This is an optimization exercise on Yosys and OpenROAD, whose aim is small area, a short achievable clock period and few clock cycles per item, not a production implementation.
In this exercise RTL edits were held to simulation tests only and were not proved equivalent to the original.

<file path="flow/run.sh">
#!/bin/bash
set -euo pipefail
MARGIN=$(cat flow/margin.txt)
bash standard.sh SETUP_SLACK_MARGIN=$MARGIN finish > flow_make.log 2>&1
</file>
<file path="flow/margin.txt">
7.0
</file>
<file path="standard.sh">
#!/bin/bash
# synth_recipe.tcl (not shown) runs the flow's synth.tcl, then flattens the netlist and writes it again
# the make line also repeats each setting of config.mk as NAME=value (left out here)
make -C /OpenROAD-flow-scripts/flow DESIGN_CONFIG=/design/flow/config.mk WORK_HOME=/design/flow/orfs CLKGATE_MAP_FILE= SYNTH_SCRIPT=/design/flow/synth_recipe.tcl "${@:-finish}"
</file>
<file path="config.mk">
export PLATFORM = sky130hd
export DESIGN_NAME = compass_calibrate_and_heading
export DESIGN_NICKNAME = compass_calibrate_and_heading
export VERILOG_FILES = /design/flow/design.v
export SDC_FILE = /design/flow/constraint.sdc
export NUM_CORES = 4
export LEC_CHECK = 0
export CAP_MARGIN = 20
export CORE_MARGIN = 2
export CORE_UTILIZATION = 50
export CTS_CLUSTER_DIAMETER = 100
export CTS_CLUSTER_SIZE = 20
export SLEW_MARGIN = 20
</file>
<file path="constraint.sdc">
create_clock -name core_clock -period 12.0 [get_ports {i_clk}]
set_input_delay 2.4000 -clock core_clock [delete_from_list [all_inputs] [get_ports {i_clk}]]
set_output_delay 2.4000 -clock core_clock [all_outputs]
set_load 0.01 [all_outputs]
</file>
<file path="design.v">
package cah_pkg;
    localparam int DEF_SAMPLE_BITS  = 16;
    localparam int DEF_CORDIC_STEPS = 16;
    localparam int CFG_W     = 15;
    localparam int HEAD_W    = 17;
    localparam int HEAD_PAD  = 24;
    localparam int GAIN_W    = 27;
    localparam int ANG_FRAC  = 12;
    localparam int ANG_W     = 29;
    localparam int ANGLE_W   = 15;
    localparam int DIV_STEPS = 27;
    localparam int CNT_W     = 5;
    localparam logic [GAIN_W-1:0] GAIN_MAX   = {GAIN_W{1'b1}};
    localparam logic [GAIN_W-1:0] GAIN_RESET = 27'd65536;
    localparam logic [GAIN_W-1:0] GAIN_NUM   = 27'd67108864;
    localparam logic signed [ANG_W-1:0] FULL_TURN_Z = 29'sd94371840;
    localparam logic signed [ANG_W-1:0] HALF_TURN_Z = 29'sd47185920;
    localparam logic signed [ANG_W-1:0] ROUND_HALF  = 29'sd2048;
    localparam logic [ANGLE_W+1:0]      FULL_TURN   = 17'd23040;
    localparam logic signed [CFG_W-1:0] DECL_RESET = 15'sd704;
    localparam logic signed [CFG_W-1:0] OFF_RESET  = 15'sd2240;
    localparam logic [1:0] KIND_SAMPLE = 2'd0;
    localparam logic [1:0] KIND_START  = 2'd1;
    localparam logic [1:0] KIND_FINISH = 2'd2;
    localparam logic CFG_DECLINATION = 1'b0;
    localparam logic CFG_OFFSET      = 1'b1;
    typedef enum logic [2:0] {
        S_IDLE, S_DECODE, S_DIV, S_COMMIT, S_INIT, S_ROT, S_FIN, S_OUT
    } t_state;
    typedef struct packed {
        logic             load_in;
        logic             seed;
        logic             widen;
        logic             div_start;
        logic             div_step;
        logic             div_commit;
        logic             mul;
        logic             cordic_init;
        logic             cordic_step;
        logic             finish;
        logic             load_out;
        logic [CNT_W-1:0] step;
    } t_cmd;
    typedef struct packed {
        logic [1:0] kind;
        logic       calibrating;
        logic       out_busy;
    } t_sts;
    function automatic logic [ANG_W-1:0] atan_at(input logic [CNT_W-1:0] i);
        logic [ANG_W-1:0] v;
        case (i)
            5'd0:    v = 29'd11796480;
            5'd1:    v = 29'd6963869;
            5'd2:    v = 29'd3679517;
            5'd3:    v = 29'd1867780;
            5'd4:    v = 29'd937515;
            5'd5:    v = 29'd469214;
            5'd6:    v = 29'd234664;
            5'd7:    v = 29'd117339;
            5'd8:    v = 29'd58671;
            5'd9:    v = 29'd29335;
            5'd10:   v = 29'd14668;
            5'd11:   v = 29'd7334;
            5'd12:   v = 29'd3667;
            5'd13:   v = 29'd1833;
            5'd14:   v = 29'd917;
            5'd15:   v = 29'd458;
            5'd16:   v = 29'd229;
            5'd17:   v = 29'd115;
            5'd18:   v = 29'd57;
            5'd19:   v = 29'd29;
            5'd20:   v = 29'd14;
            5'd21:   v = 29'd7;
            5'd22:   v = 29'd4;
            5'd23:   v = 29'd2;
            default: v = 29'd0;
        endcase
        atan_at = v;
    endfunction
endpackage
module cah_add
#(
    parameter int W = 16
) (
    input  logic [W-1:0] i_a,
    input  logic [W-1:0] i_b,
    input  logic         i_ci,
    output logic [W-1:0] o_s,
    output logic         o_co
);
    function automatic int levels(input int n);
        levels = 0;
        while ((1 << levels) < n) levels++;
    endfunction
    localparam int L = levels(W + 1);
    logic [W:0] g, p;
    always_comb begin
        g[0] = i_ci;
        p[0] = 1'b0;
        for (int i = 0; i < W; i++) begin
            g[i+1] = i_a[i] & i_b[i];
            p[i+1] = i_a[i] ^ i_b[i];
        end
        for (int lv = 0; lv < L; lv++) begin
            for (int i = W; i >= 0; i--) begin
                if ((i % (2 << lv)) == (2 << lv) - 1) begin
                    g[i] = g[i] | (p[i] & g[i - (1 << lv)]);
                    p[i] = p[i] & p[i - (1 << lv)];
                end
            end
        end
        for (int lv = L - 2; lv >= 0; lv--) begin
            for (int i = W; i >= 0; i--) begin
                if (i >= (3 << lv) - 1 && (i % (2 << lv)) == (1 << lv) - 1) begin
                    g[i] = g[i] | (p[i] & g[i - (1 << lv)]);
                    p[i] = p[i] & p[i - (1 << lv)];
                end
            end
        end
    end
    assign o_s  = (i_a ^ i_b) ^ g[W-1:0];
    assign o_co = g[W];
endmodule
module cah_csa
#(
    parameter int W = 16,
    parameter int N = 3
) (
    input  logic [N*W-1:0] i_rows,
    output logic [W-1:0]   o_s,
    output logic [W-1:0]   o_c
);
    function automatic int rows_at(input int lv);
        int n;
        n = N;
        for (int i = 0; i < lv; i++) n = 2 * (n / 3) + (n % 3);
        rows_at = n;
    endfunction
    function automatic int nlevels(input int dummy);
        int n, l;
        n = N;
        l = 0;
        for (int i = 0; i < 32; i++) begin
            if (n > 2) begin
                n = 2 * (n / 3) + (n % 3);
                l++;
            end
        end
        nlevels = l;
    endfunction
    localparam int NL = nlevels(0);
    logic [(NL+1)*N*W-1:0] lv;
    assign lv[N*W-1:0] = i_rows;
    for (genvar l = 0; l < NL; l++) begin : g_lv
        localparam int NI = rows_at(l);
        localparam int NG = NI / 3;
        for (genvar g = 0; g < NG; g++) begin : g_fa
            logic [W-1:0] a, b, c;
            assign a = lv[(l*N + 3*g)*W +: W];
            assign b = lv[(l*N + 3*g + 1)*W +: W];
            assign c = lv[(l*N + 3*g + 2)*W +: W];
            assign lv[((l+1)*N + 2*g)*W +: W]     = a ^ b ^ c;
            assign lv[((l+1)*N + 2*g + 1)*W +: W] = ((a & b) | (a & c) | (b & c)) << 1;
        end
        for (genvar r = 3 * NG; r < NI; r++) begin : g_pass
            assign lv[((l+1)*N + 2*NG + r - 3*NG)*W +: W] = lv[(l*N + r)*W +: W];
        end
        for (genvar r = 2 * NG + NI - 3 * NG; r < N; r++) begin : g_zero
            assign lv[((l+1)*N + r)*W +: W] = '0;
        end
    end
    assign o_s = lv[(NL*N)*W +: W];
    assign o_c = lv[(NL*N + 1)*W +: W];
endmodule
module compass_calibrate_and_heading
#(
    parameter int SAMPLE_BITS  = cah_pkg::DEF_SAMPLE_BITS,
    parameter int CORDIC_STEPS = cah_pkg::DEF_CORDIC_STEPS
) (
    input  logic                                i_clk,
    input  logic                                i_rst_n,
    input  logic                                i_cfg_wen,
    input  logic                                i_cfg_idx,
    input  logic [cah_pkg::CFG_W-1:0]           i_cfg_wdata,
    input  logic                                s_axis_tvalid,
    output logic                                s_axis_tready,
    input  logic [((2*SAMPLE_BITS+7)/8)*8-1:0]  s_axis_tdata,
    input  logic [1:0]                          s_axis_tuser,
    output logic                                m_axis_tvalid,
    input  logic                                m_axis_tready,
    output logic [cah_pkg::HEAD_PAD-1:0]        m_axis_tdata
);
    localparam int S    = SAMPLE_BITS;      
    localparam int GW   = cah_pkg::GAIN_W;  
    localparam int PW   = 45;               
    localparam int ZW   = 28;               
    localparam int HW   = cah_pkg::HEAD_W;  
    localparam int NST  = 8;                
    localparam int QD   = 12;               
    localparam int CAP  = QD + 1;           
    localparam int CW   = 5;                
    localparam logic [ZW-1:0] Z0_POS  = 28'd242254243;    
    localparam logic [ZW-1:0] Z0_NEG  = 28'd21004707;     
    localparam logic [ZW-1:0] Z0_ZERO = 28'd216070982;    
    localparam logic [16*ZW-1:0] T_ALL = {
        28'd458,     28'd917,     28'd1833,    28'd3667,
        28'd7334,    28'd14668,   28'd29335,   28'd58671,
        28'd117339,  28'd234664,  28'd469214,  28'd937515,
        28'd1867780, 28'd3679517, 28'd6963869, 28'd11796480
    };
    logic signed [cah_pkg::CFG_W-1:0] r_decl, r_off;
    always_ff @(posedge i_clk) begin
        if (!i_rst_n) begin
            r_decl <= cah_pkg::DECL_RESET;
            r_off  <= cah_pkg::OFF_RESET;
        end else if (i_cfg_wen) begin
            if (i_cfg_idx == cah_pkg::CFG_OFFSET) r_off  <= i_cfg_wdata;
            else                                  r_decl <= i_cfg_wdata;
        end
    end
    logic                       r_ph;          
    logic                       r_rdy;
    logic                       r_iv;
    logic [1:0]                 r_ik;
    logic [S-1:0]               r_is [2];      
    logic                       r_calib;
    logic signed [S-1:0]        r_min [2];
    logic signed [S-1:0]        r_max [2];
    logic signed [S-1:0]        r_center [2];
    logic [GW-1:0]              r_gain [2];    
    logic                       r_div;         
    logic [4:0]                 r_dcnt;
    logic                       r_first;       
    logic [S-1:0]               r_rem [2];     
    logic                       r_sat [2];     
    logic [CW-1:0]              r_cnt;         
    logic                       r_dv, r_dvy;   
    logic [26:0]                r_bc, r_by;    
    logic [GW-1:0]              r_gc;          
    logic                       r_dneg, r_dzero;
    logic w_accept, w_hin, w_hmove, w_finish, w_free, w_dstart, w_dlast, w_pop;
    logic signed [S-1:0] w_s [2];
    assign s_axis_tready = r_rdy;
    assign w_accept  = s_axis_tvalid && r_rdy;
    assign w_hin     = r_iv && (r_ik == cah_pkg::KIND_SAMPLE) && !r_calib;
    assign w_hmove   = w_hin && !r_ph;
    assign w_finish  = r_iv && (r_ik == cah_pkg::KIND_FINISH);
    assign w_dstart  = w_finish && !r_div && !r_dv && !r_dvy;
    assign w_dlast   = r_div && !r_first && (r_dcnt == 5'd26);
    assign w_free    = !r_iv || (w_finish ? w_dlast : (!w_hin || !r_ph));
    logic [S:0] w_sa [2], w_sb [2], w_sv [2];
    logic       w_lt [2], w_gt [2];
    logic       w_bsub;
    assign w_bsub = !r_first;
    for (genvar a = 0; a < 2; a++) begin : g_ax
        logic [S:0] sx, cx, mnx, mxx, rsh, aa, ab, bb;
        assign w_s[a] = r_is[a];
        assign sx  = {w_s[a][S-1], w_s[a]};
        assign cx  = {r_center[a][S-1], r_center[a]};
        assign mnx = {r_min[a][S-1], r_min[a]};
        assign mxx = {r_max[a][S-1], r_max[a]};
        assign rsh = {r_rem[a], r_gain[a][GW-1]};
        cah_add #(.W(S+1)) u_a (
            .i_a (sx), .i_b (~cx), .i_ci (1'b1), .o_s (w_sa[a]), .o_co ()
        );
        cah_add #(.W(S+1)) u_dv (
            .i_a (rsh), .i_b (~{1'b0, r_is[a]}), .i_ci (1'b1), .o_s (w_sv[a]), .o_co ()
        );
        cah_add #(.W(S+1)) u_b (
            .i_a (mxx), .i_b (mnx ^ {(S+1){w_bsub}}), .i_ci (w_bsub),
            .o_s (w_sb[a]), .o_co ()
        );
        logic [S:0] lt_s, gt_s;
        cah_add #(.W(S+1)) u_lt (
            .i_a (sx), .i_b (~mnx), .i_ci (1'b1), .o_s (lt_s), .o_co ()
        );
        cah_add #(.W(S+1)) u_gt (
            .i_a (mxx), .i_b (~sx), .i_ci (1'b1), .o_s (gt_s), .o_co ()
        );
        assign w_lt[a] = lt_s[S];
        assign w_gt[a] = gt_s[S];
    end
    logic [CW-1:0] n_cnt, c_cnt;
    logic          n_iv, c_iv, n_calib, keep, dend, n_rdy;
    always_comb begin
        n_cnt   = r_cnt + CW'(w_hmove) - CW'(w_pop);
        keep    = r_iv && !w_free;
        n_iv    = w_accept || keep;
        c_cnt   = r_cnt + CW'(w_hmove);
        c_iv    = r_rdy || keep;
        n_calib = r_calib;
        if (r_iv && !r_div && r_ik == cah_pkg::KIND_START) n_calib = 1'b1;
        if (w_dstart) n_calib = 1'b0;
        dend    = r_div && !r_first && (r_dcnt == 5'd25);
        n_rdy   = (32'(c_cnt) + 32'(c_iv) + 1 <= CAP);
        if (keep && ((r_ik == cah_pkg::KIND_FINISH) ? !dend : !r_ph)) n_rdy = 1'b0;
        if (r_rdy && (s_axis_tuser == cah_pkg::KIND_SAMPLE) && !n_calib) n_rdy = 1'b0;
        if (r_rdy && (s_axis_tuser == cah_pkg::KIND_FINISH)) n_rdy = 1'b0;
    end
    always_ff @(posedge i_clk) begin
        if (!i_rst_n) begin
            r_ph   <= 1'b0;
            r_rdy  <= 1'b1;
            r_iv   <= 1'b0;
            r_div  <= 1'b0;
            r_cnt  <= '0;
        end else begin
            r_ph   <= !r_ph;
            r_iv   <= n_iv;
            r_div  <= (r_div && !w_dlast) || w_dstart;
            r_cnt  <= n_cnt;
            r_rdy  <= n_rdy;
        end
    end
    always_ff @(posedge i_clk) begin
        if (r_rdy) begin
            r_ik <= s_axis_tuser;
            for (int a = 0; a < 2; a++) r_is[a] <= s_axis_tdata[a*S +: S];
        end
        if (w_dstart) begin
            for (int a = 0; a < 2; a++) r_is[a] <= w_sb[a][S-1:0];
        end
    end
    logic w_big;
    assign w_big = !r_sat[0] && (r_is[0][S-1:11] != '0) &&
                   !r_sat[1] && (r_is[1][S-1:11] != '0);
    always_ff @(posedge i_clk) begin
        if (!i_rst_n) begin
            r_calib <= 1'b0;
            for (int a = 0; a < 2; a++) begin
                r_min[a]    <= '0;
                r_max[a]    <= '0;
                r_center[a] <= '0;
                r_gain[a]   <= cah_pkg::GAIN_RESET;
            end
            r_first <= 1'b0;
        end else begin
            r_first <= w_dstart;
            r_calib <= n_calib;
            if (r_iv && !r_div) begin
                unique case (r_ik)
                    cah_pkg::KIND_START: begin
                        for (int a = 0; a < 2; a++) begin
                            r_min[a] <= w_s[a];
                            r_max[a] <= w_s[a];
                        end
                    end
                    cah_pkg::KIND_SAMPLE: begin
                        if (r_calib) begin
                            for (int a = 0; a < 2; a++) begin
                                if (w_lt[a]) r_min[a] <= w_s[a];
                                if (w_gt[a]) r_max[a] <= w_s[a];
                            end
                        end
                    end
                    default: ;
                endcase
            end
            for (int a = 0; a < 2; a++) begin
                if (w_dstart) begin
                    r_sat[a] <= w_sb[a][S];
                end else if (r_first) begin
                    r_sat[a] <= r_sat[a] || (r_is[a] == '0);
                    r_gain[a] <= w_big ? {1'b0, r_is[a][S-1:1], 11'd0}
                                       : {1'b1, 10'd0, 1'b0, r_is[a][S-1:1]};
                end else if (r_div) begin
                    if (w_dlast && r_sat[a])
                        r_gain[a] <= cah_pkg::GAIN_MAX;
                    else
                        r_gain[a] <= {r_gain[a][GW-2:0], !w_sv[a][S]};
                end
                if (r_first) r_center[a] <= w_sb[a][S:1];
            end
        end
    end
    always_ff @(posedge i_clk) begin
        for (int a = 0; a < 2; a++) begin
            if (r_first)         r_rem[a] <= w_big ? 16'd1024 : 16'd0;
            else if (!w_sv[a][S]) r_rem[a] <= w_sv[a][S-1:0];
            else                 r_rem[a] <= rsh_of(a);
        end
    end
    always_ff @(posedge i_clk) begin
        if (r_first) r_dcnt <= w_big ? 5'd11 : 5'd0;
        else          r_dcnt <= r_dcnt + 1'b1;
    end
    function automatic logic [S-1:0] rsh_of(input int a);
        rsh_of = {r_rem[a][S-2:0], r_gain[a][GW-1]};
    endfunction
    always_ff @(posedge i_clk) begin
        if (!i_rst_n) begin
            r_dv  <= 1'b0;
            r_dvy <= 1'b0;
        end else begin
            r_dv  <= w_hmove;
            r_dvy <= r_dv;
        end
        r_bc <= w_hmove ? booth_rec(w_sa[0], w_sa[0][S]) : r_by;
        r_by <= booth_rec(w_sa[1], w_sa[0][S]);
        r_gc <= w_hmove ? r_gain[0] : r_gain[1];
        if (w_hmove) begin
            r_dneg  <= w_sa[0][S];
            r_dzero <= (r_is[0] == r_center[0]) && (r_is[1] == r_center[1]);
        end
    end
    function automatic logic [26:0] booth_rec(input logic [S:0] dv, input logic neg);
        logic [17:0] d;
        logic [2:0]  bd;
        d = {dv[S], dv};
        for (int j = 0; j < 9; j++) begin
            bd = {d[2*j+1], d[2*j], (j == 0) ? 1'b0 : d[2*j-1]};
            booth_rec[3*j +: 3] = {bd[1] ^ bd[0], (bd == 3'b011) || (bd == 3'b100), bd[2] ^ neg};
        end
    endfunction
    localparam int NR = 10;
    localparam logic [PW-1:0] K_SE = PW'(-(64'h0000_0000_1000_0000 *
                                          64'd87381));    
    logic [PW-1:0] r_ms, r_mc;
    logic          r_mvx, r_mvy, r_mneg, r_mzero;
    logic [NR*PW-1:0] w_rows;
    logic [PW-1:0] w_ms, w_mc;
    always_comb begin
        logic        one, two, sg;
        logic [27:0] mag, v;
        logic [PW-1:0] ext;
        ext = K_SE;
        for (int j = 0; j < 9; j++) begin
            {one, two, sg} = r_bc[3*j +: 3];
            mag = one ? {1'b0, r_gc} : (two ? {r_gc, 1'b0} : 28'd0);
            v   = mag ^ {28{sg}};
            w_rows[j*PW +: PW] = PW'({!sg, v}) << (2 * j);
            ext[2*j] = sg;
        end
        w_rows[9*PW +: PW] = ext;
    end
    cah_csa #(.W(PW), .N(NR)) u_csa (.i_rows (w_rows), .o_s (w_ms), .o_c (w_mc));
    always_ff @(posedge i_clk) begin
        if (!i_rst_n) begin
            r_mvx <= 1'b0;
            r_mvy <= 1'b0;
        end else begin
            r_mvx <= r_dv;
            r_mvy <= r_dvy;
        end
        r_ms <= w_ms;
        r_mc <= w_mc;
        if (r_dvy) begin
            r_mneg  <= r_dneg;
            r_mzero <= r_dzero;
        end
    end
    logic [PW-1:0] w_p, r_px;
    cah_add #(.W(PW)) u_p (
        .i_a (r_ms), .i_b (r_mc), .i_ci (1'b0), .o_s (w_p), .o_co ()
    );
    always_ff @(posedge i_clk) begin
        r_px <= w_p;
    end
    logic [PW-1:0] r_cx [NST+1];
    logic [PW-1:0] r_cy [NST+1];
    logic [ZW-1:0] r_cz [NST+1];
    logic          r_cv [NST+1];
    logic          r_cl [NST+1];    
    always_ff @(posedge i_clk) begin
        if (r_mvy) begin
            r_cx[0] <= r_px;
            r_cy[0] <= w_p;
            r_cz[0] <= r_mzero ? Z0_ZERO : (r_mneg ? Z0_NEG : Z0_POS);
            r_cl[0] <= 1'b0;
        end else begin
            r_cx[0] <= r_cx[NST];
            r_cy[0] <= r_cy[NST];
            r_cz[0] <= r_cz[NST];
            r_cl[0] <= 1'b1;
        end
        if (!i_rst_n) r_cv[0] <= 1'b0;
        else          r_cv[0] <= r_mvy || (r_cv[NST] && !r_cl[NST]);
    end
    for (genvar k = 0; k < NST; k++) begin : g_c
        logic          dn, l2;
        logic [PW-1:0] xs, ys, xn, yn;
        logic [ZW-1:0] t, zn;
        assign dn = r_cy[k][PW-1];
        assign l2 = r_cl[k];
        assign ys = l2 ? PW'($signed(r_cy[k]) >>> (k + NST)) : PW'($signed(r_cy[k]) >>> k);
        assign xs = l2 ? (r_cx[k] >> (k + NST)) : (r_cx[k] >> k);
        assign t  = l2 ? {T_ALL[(k+NST)*ZW +: ZW-1], 1'b0} : {T_ALL[k*ZW +: ZW-1], 1'b0};
        cah_add #(.W(ZW)) u_z (
            .i_a (r_cz[k]), .i_b (t & {ZW{!dn}}), .i_ci (1'b0), .o_s (zn), .o_co ()
        );
        cah_add #(.W(PW)) u_x (
            .i_a (r_cx[k]), .i_b (ys ^ {PW{dn}}), .i_ci (dn), .o_s (xn), .o_co ()
        );
        cah_add #(.W(PW)) u_y (
            .i_a (r_cy[k]), .i_b (xs ^ {PW{!dn}}), .i_ci (!dn), .o_s (yn), .o_co ()
        );
        always_ff @(posedge i_clk) begin
            r_cx[k+1] <= xn;
            r_cy[k+1] <= yn;
            r_cz[k+1] <= zn;
            r_cl[k+1] <= r_cl[k];
            if (!i_rst_n) r_cv[k+1] <= 1'b0;
            else          r_cv[k+1] <= r_cv[k];
        end
    end
    logic [HW-1:0] w_a0, w_wrap, w_dc, w_of, w_s1, w_c1, w_cs, w_cc, w_head;
    assign w_a0   = {r_cz[NST][ZW-1], r_cz[NST][ZW-1:cah_pkg::ANG_FRAC]};
    assign w_wrap = w_a0[HW-1] ? cah_pkg::FULL_TURN : '0;
    assign w_dc   = HW'(r_decl);
    assign w_of   = HW'(r_off);
    assign w_s1   = w_a0 ^ w_wrap ^ w_dc;
    assign w_c1   = ((w_a0 & w_wrap) | (w_a0 & w_dc) | (w_wrap & w_dc)) << 1;
    assign w_cs   = w_s1 ^ w_c1 ^ w_of;
    assign w_cc   = ((w_s1 & w_c1) | (w_s1 & w_of) | (w_c1 & w_of)) << 1;
    cah_add #(.W(HW)) u_add_h (
        .i_a (w_cs), .i_b (w_cc), .i_ci (1'b0), .o_s (w_head), .o_co ()
    );
    logic          r_hv;
    logic [HW-1:0] r_h;
    always_ff @(posedge i_clk) begin
        if (!i_rst_n) r_hv <= 1'b0;
        else          r_hv <= r_cv[NST] && r_cl[NST];
        r_h <= w_head;
    end
    logic          r_ovalid;
    logic [HW-1:0] r_odata;
    logic [HW-1:0] r_q [QD];
    logic [3:0]    r_wp, r_rp;
    logic [4:0]    r_qn;
    logic          w_push, w_qload, w_qempty, w_oload, w_bypass;
    assign w_push   = r_hv;
    assign w_pop    = r_ovalid && m_axis_tready;
    assign w_qempty = (r_qn == '0);
    assign w_oload  = !r_ovalid || m_axis_tready;
    assign w_qload  = w_oload && !w_qempty;
    assign w_bypass = w_oload && w_qempty && w_push;
    always_ff @(posedge i_clk) begin
        if (!i_rst_n) begin
            r_ovalid <= 1'b0;
            r_wp     <= '0;
            r_rp     <= '0;
            r_qn     <= '0;
        end else begin
            if (w_oload) r_ovalid <= !w_qempty || w_push;
            if (w_push && !w_bypass) r_wp <= (r_wp == 4'(QD - 1)) ? '0 : r_wp + 1'b1;
            if (w_qload)             r_rp <= (r_rp == 4'(QD - 1)) ? '0 : r_rp + 1'b1;
            r_qn <= r_qn + 5'(w_push && !w_bypass) - 5'(w_qload);
        end
        if (w_push && !w_bypass) r_q[r_wp] <= r_h;
        if (w_qload)       r_odata <= r_q[r_rp];
        else if (w_bypass) r_odata <= r_h;
    end
    assign m_axis_tvalid = r_ovalid;
    assign m_axis_tdata  = {{(cah_pkg::HEAD_PAD-HW){1'b0}}, r_odata};
endmodule
</file>
==> run notes, run 1 <==
status=timing/DRC/antenna clean; Hold Crit Depth=0; Worst Path Arrival=5.59 ns; Die ar.=0.232 mm^2; First-pass DRT Iterations=5; CTS Sinks=1,809; routability cong.=0.932; hpwl dp=248 mm; Most used DFF post-synth=dfxtp_1; Avg Cell Area, Syn=10.3 um^2; drt drc=0; EDFF count, synth=261; worst setup path class=reg -> reg; minimum clock period=4.88 ns; Core ar.=0.227 mm^2; largest net degree at the start of global routing=88; Die Y=482 um; Non-Filler Cell Area, Final=0.122 mm^2; Worst-path clk slew=0.09 ns; vias=77.9k; CTS tree=done; Post-layout nets=12.8k; GRT Total Usage=27.4%; share of cells above drive strength 1=4.95%; mapped cell area=0.114 mm^2; Die X=482 um; RSZ-0062 raised after global routing=yes; post-synth cell types=85; antenna viol nets, final=0; YS warnings=37; CTS root buf=clkbuf_16; clk latency of the worst-skew pair=0.82 ns; Worst EP required=12.70 ns; Post-Synthesis Cells=11.0k; worst min path class=reg -> reg; CP endpoint kind=flip-flop; final period utilization=40.7%; Site Rows=175; Setup TNS=0 ns; Vias/cell=5.57; ys async rst share=0%; Num CTS Buffers=105; H-tree lvl count=3; IO Count=81; final max-slew violation count=0; register area share after synthesis=34.0%; gr ovfl total=0; endpoints failing setup=0; Rel. slew slack=25.4%; Routed WL=320 mm; first-pass GRT wire length=489 mm; Max-Cap Viols=0; synth-to-layout area growth=6.57%; Hold Vio Cnt, Final=0; flops & latches, synth=1,809; f_max=205 MHz; number of global-route vias before repair=79.6k; WL per Instance=22.9 um; DRC violation total after the first TritonRoute iteration=6,143; Clock Skews=0.0709 ns; Longest Clk Path Bufs=3; Initial Utilization=50.3%; Worst-Margin Slew=1.12 ns; initial antenna violation count=26; reg2reg path depth=12; crit-path max FO=17; Final Util=53.6%; I/O Buffers=73; CP Launch Type=flip-flop; DP Area=0.118 mm^2
## kinds of logic (layout without fill, tap and decap cells)
family                     Yosys count  count (layout)  synth area share (%)
other                                1              10               0.00328
AOI/OAI and AO/OA                 1845            1845                  10.4
DFF                               1809            1809                  34.0
and+or+nand+nor                   1874            1874                  7.67
muxes                              749             749                  7.23
adders and majority gates         1834            1834                  24.5
xor gates and xnor gates          1496            1496                  11.5
buffers and inverters             1439            1348                  4.76
## cells in the final DEF, fill, tap and decap left out, types with 400 or more instances in the layout
master   count
mux2i_1    595
a21oi_1    453
ha_1      1166
fa_1       668
nand2_1    684
a21o_1     466
nor2_1     448
inv_1      978
dfxtp_1   1525
o21ai_0    400
xor2_1     403
xnor2_1   1090
## synthesized netlist by cell type, types with 114 or more instances
library cell | number | area share (%)
nor2b_1 | 148 | 0.81
nand3_1 | 114 | 0.50
ha_1 | 1166 | 13
dfxtp_1 | 1548 | 27
xnor2_1 | 1092 | 8.4
mux2i_1 | 595 | 5.2
a21o_1 | 466 | 3.1
o21ai_0 | 403 | 1.8
xor2_1 | 404 | 3.1
fa_1 | 668 | 12
inv_1 | 981 | 3.2
edfxtp_1 | 261 | 6.9
clkbuf_1 | 315 | 1.0
nand2_1 | 685 | 2.3
a22oi_1 | 127 | 0.83
nor2_1 | 450 | 1.5
a21oi_1 | 455 | 2.0
## worst max-delay path, stage by stage, from the launching register on
cell and delay, ns:
dfxtp_1 0.78, nor2b_2 1.00, a22oi_1 0.21, xnor2_1 0.21, fa_1 0.50, inv_1 0.05, fa_1 0.44, fa_1 0.51
inv_1 0.05, fa_1 0.47, inv_1 0.05, fa_1 0.48, inv_1 0.04
## layout make-up
class,instances,area [um^2]
diodes,3,7.51
clock buffers,141,2800
clock inverters,24,473
fillers,20200,105000
inverters,999,3760
multi-input cells,7805,70300
flip-flops and latches,1809,38900
well taps,3009,3760
repair buffers,184,1820
## registers in the layout, summed over array words and instances, names as in the netlist, 32 cells and up, named ones only
signal,flops
r_center,32
r_cx,405
r_cy,405
r_cz,243
r_gain,54
r_is,32
r_max,32
r_mc,41
r_min,32
r_ms,45
r_px,45
r_q,204
r_rem,32
## layer usage
layer,global-route usage (%),up-vias,share of wire (%)
li1,-,36900,-
met1,40.7,38500,48
met2,42.6,2046,44
met3,3.12,401,5.3
met4,6.53,6,2.5
met5,0.123,-,0.011
## through the flow
step	setup slack [ns]	cells	hold slack (ns)
after detailed placement	6.22	13800	0.330
after global routing	6.89	14000	0.355
after global placement	6.28	13800	0.318
after CTS	6.96	14000	0.350
final	7.12	14000	0.345
after floorplan	7.15	11100	0.310
## what timing repair did
item	4_1_cts	5_1_grt
gates cloned	0	1
setup buffers	2	8
setup endpoints to repair	115	117
pin swaps	0	4
resized for setup	34	39
hold buffers	0	0
## worst paths after layout
check	from	to	slack (ns)
worst max register to register	r_bc[10]	r_ms[14]	7.12
worst min register to register	r_cz[3][1]	r_cz[4][1]	0.35
worst min-delay path	r_cz[3][1]	r_cz[4][1]	0.35
worst max-delay path	r_bc[10]	r_ms[14]	7.12
Testbench counts, summed over its fixed seeds: cycles 5,692, items 2,400.
==> run 2, diff against run 1 <==
==> flow/margin.txt (replaced) <==
8.0
--- a/config.mk
+++ b/config.mk
@@ -7,7 +7,7 @@
 export LEC_CHECK = 0
 export CAP_MARGIN = 20
 export CORE_MARGIN = 2
-export CORE_UTILIZATION = 50
+export CORE_UTILIZATION = 60
 export CTS_CLUSTER_DIAMETER = 100
 export CTS_CLUSTER_SIZE = 20
 export SLEW_MARGIN = 20
==> run notes, run 2 <==
leading registers by flop count=r_cx (405), r_cy (405), r_cz (243); CP endpoint kind=flip-flop; antenna viol nets, final=0 (unchanged); final max-slew violation count=0 (unchanged); Hold Vio Cnt, Final=0 (unchanged); Core ar.=0.190 mm^2 (-16%); minimum clock period=4.13 ns (-0.754 ns); flops & latches, synth=1,809 (unchanged); drt drc=0 (unchanged); worst min path class=reg -> reg; pre-CTS setup slack=6.55 ns (+0.326 ns); routability cong.=0.945 (+1.4%); Die ar.=0.194 mm^2 (-17%); min setup slack post-route=7.87 ns (+0.754 ns); number of global-route vias before repair=81.6k (+2.5%); hpwl dp=245 mm (-1.3%); Max-Cap Viols=0 (unchanged); Post-Synthesis Cells=11.0k (unchanged); vias=81.8k (+5.0%); Non-Filler Cell Area, Final=0.129 mm^2 (+5.9%); largest net degree at the start of global routing=88 (unchanged); status=timing/DRC/antenna clean; IO Count=81 (unchanged); EDFF count, synth=261 (unchanged); CTS Sinks=1,809 (unchanged); GRT Total Usage=33.7% (+6.2 points); Worst Path Arrival=4.88 ns (-0.71 ns); Rel. slew slack=29.2% (+3.8 points); ys async rst share=0% (unchanged); clk latency of the worst-skew pair=0.85 ns (+0.03 ns); CTS root buf=clkbuf_16; mapped cell area=0.114 mm^2 (unchanged); slowest CP cell=fa_1; Worst EP required=12.75 ns (+0.05 ns); worst setup path class=reg -> reg; crit-path max FO=7 (-10); Vias/cell=5.90 (+5.9%); f_max=242 MHz (+18%); Die Y=440 um (-8.6%); DRC violation total after the first TritonRoute iteration=6,960 (+13%); most frequent cells in the layout=1,487 x dfxtp_1, 1,148 x ha_1, 1,027 x xnor2_1; initial antenna violation count=14 (-46%); H-tree lvl count=3 (unchanged); share of cells above drive strength 1=12.6% (+7.6 points); post-synth cell types=85 (unchanged); WL per Instance=24.2 um (+5.6%); CP Launch Type=flip-flop; ranking of synthesized cells by area=dfxtp_1 27%, ha_1 13%, fa_1 12%, xnor2_1 8.4%, edfxtp_1 6.9%; Worst-Margin Slew=1.06 ns (-0.0586 ns); Most used DFF post-synth=dfxtp_1; top cells by count, synth=1,548 x dfxtp_1, 1,166 x ha_1, 1,092 x xnor2_1; most common cell after layout, fill and taps aside=dfxtp_1; cell taking the most area after synthesis=dfxtp_1; Post-CTS Hold Buffers=0 (unchanged); First-pass DRT Iterations=8 (+3); Longest Clk Path Bufs=3 (unchanged); Num CTS Buffers=105 (unchanged); RSZ-0062 raised after global routing=yes; Clock Skews=0.0678 ns (-0.00310 ns); Setup TNS=0 ns (unchanged); synth-to-layout area growth=12.8%; most common cell in the synthesized netlist=dfxtp_1; first-pass GRT wire length=498 mm (+1.8%); WP buf/inv=5 (+1); Avg Cell Area, Syn=10.3 um^2 (unchanged); gr ovfl total=0 (unchanged); I/O Buffers=73 (unchanged); endpoints failing setup=0 (unchanged); CP delay by family, top=compound AO/OA/AOI/OAI gates; final period utilization=34.4% (-6.3 points); Die X=440 um (-8.6%); CP Cell Sequence=buf_12, buf_16, buf_4, buf_8, mux2i_4, xnor2_2, ha_1, and4_4, nand2_1, nor2_2, o2111ai_2, a311oi_2, a41oi_2, o21ai_2, nand2_2, o21ai_2, a41oi_2, fa_1, inv_1; Routed WL=335 mm (+4.7%); Site Rows=160 (-8.6%); Post-layout nets=13.2k (+3.0%); Initial Utilization=60.2% (+9.9 points); DP Area=0.117 mm^2 (-0.46%); Worst-path clk slew=0.09 ns (about the same); top cell type's share of synthesized area=27.1% (unchanged); register area share after synthesis=34.0% (unchanged); CTS tree=done; YS warnings=37 (unchanged); slowest stage delay, CP=0.50 ns (-0.50 ns)
## run 2: cells by family after synthesis
| group | synth area share, % |
|---|---|
| and+or+nand+nor | 7.67 |
| AOI/OAI and AO/OA | 10.4 |
| adders and majority gates | 24.5 |
| DFF | 34.0 |
| xor gates and xnor gates | 11.5 |
| buffers and inverters | 4.76 |
| muxes | 7.23 |
| other | 0.00328 |
## run 2: final cells by class
type                       count  area [um^2]
multi-input combinational   7807        73400
fill                       14800        60800
sequential                  1809        39000
timing repair buffer         563         6360
inverter                     999         3840
tap                         2511         3140
clock buffer                 147         2840
clock inverter                19          385
antenna                        3         7.51
## run 2: path summary, 6_finish.rpt
path | end | depth (start not counted) | start | slack (ns)
min | r_cz[4][1] | 0 | r_cz[3][1] | 0.33
max reg2reg | r_cy[6][43] | 19 | r_cl[5] | 7.87
max | r_cy[6][43] | 19 | r_cl[5] | 7.87
min reg2reg | r_cz[4][1] | 0 | r_cz[3][1] | 0.33
## run 2: repair_timing
item	4_1_cts	5_1_grt
setup endpoints to repair	795	378
setup buffers	166	189
endpoints found under the hold margin	0	0
gates cloned	29	17
pin swaps	97	281
gates resized for setup	355	544
## run 2: metal layers
| metal | track usage [%] | vias to the layer above | part of all wire (%) |
|---|---|---|---|
| li1 | - | 37700 | - |
| met1 | 48.3 | 40500 | 44 |
| met2 | 51.4 | 2948 | 44 |
| met3 | 6.25 | 621 | 8.0 |
| met4 | 10.6 | 10 | 3.8 |
| met5 | 0.819 | - | 0.081 |
## run 2: per-stage QoR
stage          cells  hold WS [ns]  util [%]
2_1_floorplan  11100         0.310         -
3_3_place_gp   13300         0.318      61.9
3_5_place_dp   13300         0.314      61.9
4_1_cts        13600         0.334      65.6
5_1_grt        13900         0.353      67.9
6_report       13900         0.333      67.9
==> run 3, diff against run 2 <==
==> flow/margin.txt (replaced) <==
7.5
==> run notes, run 3 <==
status=timing/DRC/antenna clean; CP delay by family, top=compound AO/OA/AOI/OAI gates; largest net degree at the start of global routing=105 (+19%); DP Area=0.117 mm^2 (-0.11%); Storage cell area=0.0389 mm^2 (-0.18%); pre-CTS setup slack=6.38 ns (-0.170 ns); # fillers=15.3k (+3.8%); leading registers by flop count=r_cx (405), r_cy (405), r_cz (243); f_max=229 MHz (-5.3%); Die X=440 um (unchanged); Avg Cell Area, Syn=10.3 um^2 (unchanged); Vias/cell=5.89 (-0.17%); crit-path max FO=26 (+19); WL per Instance=23.7 um (-1.8%); Cell Count Post-Placement=13.3k (+0.015%); Worst Path Arrival=5.07 ns (+0.19 ns); Worst-Margin Slew=1.16 ns (+0.0985 ns); CP Launch Type=flip-flop; routability cong.=0.963 (+1.9%); CP Cell Sequence=buf_12, buf_16, xnor2_1, ha_1, a21o_1, a21o_1, a41o_1, o311ai_4, o211ai_1, a221o_2, a21o_1, a21boi_2, o21bai_1, a21o_1, fa_1, xor2_1; Hold Vio Cnt, Final=0 (unchanged); Non-Filler Cell Area, Final=0.123 mm^2 (-4.9%); Worst EP required=12.72 ns (-0.03 ns); Worst Hold Slack=0.363 ns (+0.0301 ns); clk latency of the worst-skew pair=0.82 ns (-0.03 ns); top cells by count, synth=1,548 x dfxtp_1, 1,166 x ha_1, 1,092 x xnor2_1; initial antenna violation count=17 (+3); Site Rows=160 (unchanged); GRT Total Usage=33.0% (-0.62 points); most common cell in the synthesized netlist=dfxtp_1; Longest Clk Path Bufs=3 (unchanged); endpoints failing setup=0 (unchanged); Die ar.=0.194 mm^2 (unchanged); DRC violation total after the first TritonRoute iteration=7,145 (+2.7%); synth-to-layout area growth=7.28%; flops & latches, synth=1,809 (unchanged); gr ovfl total=0 (unchanged); final period utilization=36.3% (+1.9 points); slowest stage delay, CP=0.49 ns (about the same); vias=79.9k (-2.3%); final cell count without fillers=13.6k (-2.2%); H-tree lvl count=3 (unchanged); final max-slew violation count=0 (unchanged); Initial Utilization=60.2% (unchanged); Final Util=64.6% (-3.3 points); Worst-path clk slew=0.09 ns (about the same); WP buf/inv=2 (-3); ys async rst share=0% (unchanged); Max-Cap Viols=0 (unchanged); RSZ-0062 raised after global routing=yes; most common cell after layout, fill and taps aside=dfxtp_1; CTS tree=done; CTS Sinks=1,809 (unchanged); CP endpoint kind=flip-flop; multi-input combinational cell area=0.0707 mm^2 (-3.7%); hpwl dp=244 mm (-0.26%); drt drc=0 (unchanged); First-pass DRT Iterations=6 (-2); Post-CTS Hold Buffers=0 (unchanged); worst min path class=reg -> reg; mapped cell area=0.114 mm^2 (unchanged); first-pass GRT wire length=489 mm (-1.8%); I/O Buffers=73 (unchanged); EDFF count, synth=261 (unchanged); antenna viol nets, final=0 (unchanged); Routed WL=322 mm (-3.9%); YS warnings=37 (unchanged); Most used DFF post-synth=dfxtp_1; top cell type's share of synthesized area=27.1% (unchanged); register area share after synthesis=34.0% (unchanged); Post-layout nets=12.9k (-2.3%); most frequent CP cell=a21o_1; minimum clock period=4.36 ns (+0.230 ns); Post-Synthesis Cells=11.0k (unchanged); most frequent cells in the layout=1,523 x dfxtp_1, 1,166 x ha_1, 1,078 x xnor2_1; number of global-route vias before repair=80.1k (-1.8%); IO Count=81 (unchanged); worst setup path class=reg -> reg; Rel. slew slack=22.5% (-6.8 points); Setup TNS=0 ns (unchanged); Num CTS Buffers=106 (+0.95%); CTS root buf=clkbuf_16; ranking of synthesized cells by area=dfxtp_1 27%, ha_1 13%, fa_1 12%, xnor2_1 8.4%, edfxtp_1 6.9%; Die Y=440 um (unchanged); cell taking the most area after synthesis=dfxtp_1; Core ar.=0.190 mm^2 (unchanged); share of cells above drive strength 1=6.16% (-6.4 points); min setup slack post-route=7.64 ns (-0.230 ns); Clock Skews=0.0596 ns (-0.00820 ns); post-synth cell types=85 (unchanged); slowest CP cell=a221o_2
## run 3: changes by cell type in the layout (fill, tap and decap cells not counted), moves of 36 or more
cell     change
mux2i_1     +90
xnor2_2     -47
fa_2        -36
a21oi_1     +47
a21oi_2     -38
dfxtp_1     +36
buf_6       -40
mux2i_2     -55
xnor2_1     +51
fa_1        +36
buf_4      -197
## run 3: final timing paths
kind / cells past startpoint / end / from / slack, ns
max: 16 / r_cx[6][30] / r_cy[5][44] / 7.64
min: 0 / r_cz[4][1] / r_cz[3][1] / 0.36
max reg2reg: 16 / r_cx[6][30] / r_cy[5][44] / 7.64
min reg2reg: 0 / r_cz[4][1] / r_cz[3][1] / 0.36
## run 3: cell families (layout without fill, tap and decap cells)
logic type | after synthesis | after routing | share of synthesized area [%]
xor gates and xnor gates | 1496 | 1496 | 11.5
and+or+nand+nor | 1874 | 1874 | 7.67
AOI/OAI and AO/OA | 1845 | 1845 | 10.4
muxes | 749 | 749 | 7.23
DFF | 1809 | 1809 | 34.0
buffers and inverters | 1439 | 1429 | 4.76
other | 1 | 12 | 0.00328
adders and majority gates | 1834 | 1834 | 24.5
## run 3: per-layer routing
metal	up-vias	wire length, um	part of all wire, %	track usage, %
met4	6	9830	3.1	8.64
li1	37000	-	-	-
met1	39400	148000	46	49.2
met2	2873	138000	43	50.0
met5	-	39	0.012	0
met3	503	25700	8.0	5.01
## run 3: layout make-up
class                   count  share of cell area [%]
diodes                      5                  0.0102
clock buffers             146                    2.31
clock inverters            20                   0.301
inverters                 999                    3.08
multi-input cells        7805                    57.6
flip-flops and latches   1809                    31.7
well taps                2511                    2.56
repair buffers            264                    2.36
## run 3: repair_timing
action	in CTS	in global routing
gates cloned	5	7
endpoints found under the setup margin	386	189
gates resized for setup	99	92
pin swaps	7	14
buffers inserted	38	50
## run 3: worst reg2reg max path: cells and delay by family (launching register included)
kind	cells	cell delay, ns
AO/OA/AOI/OAI	10	2.40
adder cells (fa/ha/maj)	2	0.76
buffers and inverters	2	0.46
flip-flops	1	0.35
XOR/XNOR	2	0.28

static timing again, ports no longer ideal:
The results above use ideal ports. As a check the final layouts listed here were re-extracted and re-timed, cells and wires unchanged. Step 1 (the two cells are an assumption about what drives the block):
set clk [get_ports {i_clk}]
set_driving_cell -lib_cell sky130_fd_sc_hd__clkbuf_16 $clk
set_driving_cell -lib_cell sky130_fd_sc_hd__buf_2 [delete_from_list [all_inputs] $clk]
Step 2 also shifts input and output timing later by t, the mid clock arrival at the registers, as if the neighbouring blocks saw the same clock. a / b / c = ideal / step 1 / step 2; a / b = the first two.
| run | t (ns) | setup slack, ns | hold slack, ns | pins driven straight from the clock port |
|---|---|---|---|---|
| run 1 | 0.867 | 7.118 / 7.118 / 6.667 | 0.345 / 0.345 / 0.345 | 1 |
| run 2 | 0.892 | 7.872 / 7.872 / 7.399 | 0.333 / 0.333 / 0.333 | 1 |
| run 3 | 0.874 | 7.641 / 7.640 / 6.889 | 0.363 / 0.363 / 0.363 | 1 |
After both steps every run listed still meets setup and hold. The setup slack of run 3, which loses most, moves by -0.001 ns with the drivers and by -0.752 ns with both steps.
